Context: an optimization exercise on an open-source flow, tuned for small area, a short achievable clock period and few clock cycles. The choices shown serve that exercise and are no tape-out recipe.
In this exercise RTL edits were held to simulation tests only and were not proved equivalent to the original.
No activity file was given, so power comes from the tool's default toggle rates.

== oak ==
## array_insert_delete_at_position_unit
module array_insert_delete_at_position_unit (
  input  logic                                clk,
  input  logic                                rst_n,
  input  logic                                in_valid,
  output logic                                in_ready,
  input  logic                                in_op,
  input  logic [aidp_pkg::POS_W-1:0]          in_position,
  input  logic signed [aidp_pkg::DATA_W-1:0]  in_value,
  output logic                                out_valid,
  input  logic                                out_ready,
  output logic [aidp_pkg::STAT_W-1:0]         out_status,
  output logic signed [aidp_pkg::DATA_W-1:0]  out_element,
  output logic                                out_last
);
  localparam int W = aidp_pkg::DATA_W;
  localparam logic [2:0] M_FRONT = 3'd0;    
  localparam logic [2:0] M_INS   = 3'd1;    
  localparam logic [2:0] M_DEL   = 3'd2;    
  localparam logic [2:0] M_ROT   = 3'd3;    
  logic [W-1:0] chain [aidp_pkg::CAPACITY];
  localparam int NT = 18;             
  logic [NT-1:0] tap;                  
  logic          e31;                  
  logic [2:0]   mode;
  logic [5:0]   cnt;                   
  logic [4:0]   c;                     
  logic [5:0]   pp;                    
  logic         owe;
  logic [4:0]   ko;                    
  logic         errp;
  logic [2:0]   errs;
  logic         cb_v, ins_pend, in_ready_r;
  logic         cb_op;
  logic [5:0]   cb_pos;
  logic [W-1:0] cb_val;
  logic         d_single, d_empty, d_p1, d_p2, d_p3;
  logic [2:0]   d_stat;
  logic         f_z, f_1, f_2;         
  logic         f_tlo;                 
  logic         f_15, f_16;            
  logic         f_eq;                  
  logic         f_skip;                
  logic         f_end;                 
  logic         f_m;                   
  logic         out_valid_r;
  logic [2:0]   out_status_r;
  logic [W-1:0] out_element_r;
  logic         out_last_r;
  ...
For scale: ~2200 cells after synthesis, about 1200 flip-flops.
Settings: LEC_CHECK=0, CAP_MARGIN=20, CORE_MARGIN=2, CORE_UTILIZATION=55, CTS_CLUSTER_DIAMETER=80, CTS_CLUSTER_SIZE=24, PLACE_DENSITY=0.65, SETUP_SLACK_MARGIN=2.75, SLEW_MARGIN=20; clock period 5.0 ns.
run.sh (not shown) runs the stock make flow with config.mk's settings and CLKGATE_MAP_FILE= SYNTH_SCRIPT=/design/flow/synth_recipe.tcl, a recipe that flattens the netlist after the stock synthesis.
oak did not stop at any stage, and its layout met the timing, design-rule and antenna checks.
Testbench counts of oak, summed over its fixed seeds: cycles 41,175.
For pine, these inputs were changed with respect to oak:
- a change of SETUP_SLACK_MARGIN from 2.75 to 2.95
- a change of CORE_UTILIZATION from 55 to 60
- a change of PLACE_DENSITY from 0.65 to 0.7
Notes after the runs:
- pine against oak: layout clock buffer count lost about 5%, number of rows created at floorplan lost 4, actual transition at the worst max-transition pin shows an increase of 0.026 ns, worst setup slack went down 0.012 ns, number of combinational gates with multiple inputs +3.
- Share of the core filled with cells: pine and oak compared, higher one is pine
- The register-to-register slack reported for pine is smaller than that of oak by 0.03 ns.

Starting RTL as in the previous note.
// array_insert_delete_at_position_unit
module array_insert_delete_at_position_unit (
  input  logic                                clk,
  input  logic                                rst_n,
  input  logic                                in_valid,
  output logic                                in_ready,
  input  logic                                in_op,
  input  logic [aidp_pkg::POS_W-1:0]          in_position,
  input  logic signed [aidp_pkg::DATA_W-1:0]  in_value,
  output logic                                out_valid,
  input  logic                                out_ready,
  output logic [aidp_pkg::STAT_W-1:0]         out_status,
  output logic signed [aidp_pkg::DATA_W-1:0]  out_element,
  output logic                                out_last
);
  localparam int W = aidp_pkg::DATA_W;
  localparam logic [2:0] M_FRONT = 3'd0;    
  localparam logic [2:0] M_INS   = 3'd1;    
  localparam logic [2:0] M_DEL   = 3'd2;    
  localparam logic [2:0] M_ROT   = 3'd3;    
  logic [W-1:0] chain [aidp_pkg::CAPACITY];
  localparam int NT = 18;             
  logic [NT-1:0] tap;                  
  logic          e31;                  
  logic [2:0]   mode;
  logic [5:0]   cnt;                   
  logic [4:0]   c;                     
  logic [5:0]   pp;                    
  logic         owe;
  logic [4:0]   ko;                    
  logic         errp;
  logic [2:0]   errs;
  logic         cb_v, ins_pend, in_ready_r;
  logic         cb_op;
  logic [5:0]   cb_pos;
  logic [W-1:0] cb_val;
  logic         d_single, d_empty, d_p1, d_p2, d_p3;
  logic [2:0]   d_stat;
  logic         f_z, f_1, f_2;         
  logic         f_tlo;                 
  logic         f_15, f_16;            
  logic         f_eq;                  
  logic         f_skip;                
  logic         f_end;                 
  logic         f_m;                   
  logic         out_valid_r;
  logic [2:0]   out_status_r;
  logic [W-1:0] out_element_r;
  logic         out_last_r;
  ...
export LEC_CHECK = 0
export CAP_MARGIN = 20
export CORE_MARGIN = 2
export CORE_UTILIZATION = 55
export CTS_CLUSTER_DIAMETER = 70
export CTS_CLUSTER_SIZE = 30
export PLACE_DENSITY = 0.65
export SETUP_SLACK_MARGIN = 2.75
export SLEW_MARGIN = 20
create_clock -name core_clock -period 5.0 [get_ports {clk}]
The baseline went through all stages and came out clean.
Testbench counts at the start, summed over its fixed seeds: cycles 41,175.
Rerun with:
Settings changed: ABC_AREA set to 1, CORE_UTILIZATION 55 to 60, CTS_CLUSTER_DIAMETER 70 to 80, CTS_CLUSTER_SIZE 30 to 24, PLACE_DENSITY 0.65 to 0.7.
Outcome: The changed run finished clean. Worst setup slack improved by 0.066 ns. Non-clock buffer count increases by 7. Global-route usage increases by 4.1 points. Die area decreases by a few percent. Routed wire length increases by roughly a tenth. Clock-buffer cell count increases by 13. Sequential share of layout area decreases by 2.0 points.
Rerun with:
Settings changed: ABC_AREA 1 to not set, SETUP_SLACK_MARGIN 2.75 to 2.6.
=> The new run finished with timing, DRC and antenna clean; die area falls by about 3%; sequential cell count stays the same; sequential share of layout area rose by 2.6 points.

Starting RTL as in the previous note.
==> flow/config.mk <==
export PLATFORM = sky130hd
export DESIGN_NAME = array_insert_delete_at_position_unit
export DESIGN_NICKNAME = array_insert_delete_at_position_unit
export VERILOG_FILES = /design/flow/design.v
export SDC_FILE = /design/flow/constraint.sdc
export NUM_CORES = 4
export LEC_CHECK = 0
export CAP_MARGIN = 20
export CORE_MARGIN = 2
export CORE_UTILIZATION = 60
export CTS_CLUSTER_DIAMETER = 80
export CTS_CLUSTER_SIZE = 24
export PLACE_DENSITY = 0.7
export SETUP_SLACK_MARGIN = 2.82
export SLEW_MARGIN = 20
==> flow/constraint.sdc <==
create_clock -name core_clock -period 5.0 [get_ports {clk}]
set_input_delay 1.0000 -clock core_clock [delete_from_list [all_inputs] [get_ports {clk}]]
set_output_delay 1.0000 -clock core_clock [all_outputs]
set_load 0.01 [all_outputs]
Testbench counts at the start, summed over its fixed seeds: cycles 41,175.
Change:
Settings changed: CAP_MARGIN 20 to 5, CORE_UTILIZATION 60 to 55, PLACE_DENSITY 0.7 to 0.65, SETUP_SLACK_MARGIN 2.82 to 2.75, SLEW_MARGIN 20 to 5.
- The changed run completed with no timing, DRC or antenna violations
- die area goes up by 8.9%
- global-route usage goes down by 2.8 points
- clock-buffer cell count goes up by 2
- total power goes down by about 1.2%
- fmax hardly moves
- area after synthesis stays the same
- cell area goes down by 2.6%
- flip-flop and latch count is unchanged
- sequential share of layout area goes up by 1.7 points
- sequential power hardly moves
- utilization goes down by 7.7 points

==> re-timing with driven ports <==
The results above use ideal ports. As a check the final layouts listed here were re-extracted and re-timed, cells and wires unchanged. Step 1 (the two cells are an assumption about what drives the block):
set clk [get_ports {clk}]
set_driving_cell -lib_cell sky130_fd_sc_hd__clkbuf_16 $clk
set_driving_cell -lib_cell sky130_fd_sc_hd__buf_2 [delete_from_list [all_inputs] $clk]
Step 2 adds t to the input delays and takes it off the output delays; t is the mean of the earliest and latest rising clock arrival at the registers after step 1. Input paths then give back, and output paths get back, about the clock's delay inside the block. a / b / c = ideal ports / drivers / drivers and shift; a / b = the first two.
| run | shift t [ns] | slack for setup (ns) | worst hold slack (ns) | worst slew at a driven data input, ns |
|---|---|---|---|---|
| oak | 0.702 | 2.678 / 2.616 / 2.147 | 0.326 / 0.326 / 0.326 | 0.05 |
| pine | 0.695 | 2.665 / 2.606 / 2.307 | 0.311 / 0.311 / 0.311 | 0.04 |
| the first run of note 2 | 0.689 | 2.689 / 2.627 / 2.162 | 0.320 / 0.320 / 0.320 | 0.04 |
| the second run of note 2 | 0.690 | 2.754 / 2.704 / 2.100 | 0.311 / 0.311 / 0.311 | 0.05 |
| the third run of note 2 | 0.684 | 2.612 / 2.552 / 2.077 | 0.320 / 0.320 / 0.320 | 0.04 |
| the first run of note 3 | 0.681 | 2.673 / 2.614 / 2.179 | 0.325 / 0.325 / 0.325 | 0.04 |
| the second run of note 3 | 0.702 | 2.678 / 2.616 / 2.147 | 0.326 / 0.326 / 0.326 | 0.05 |
After both steps setup and hold are still met in every run listed. For the second run of note 2, which loses most, drivers alone change the setup slack by -0.050 ns; drivers and shift together by -0.654 ns.
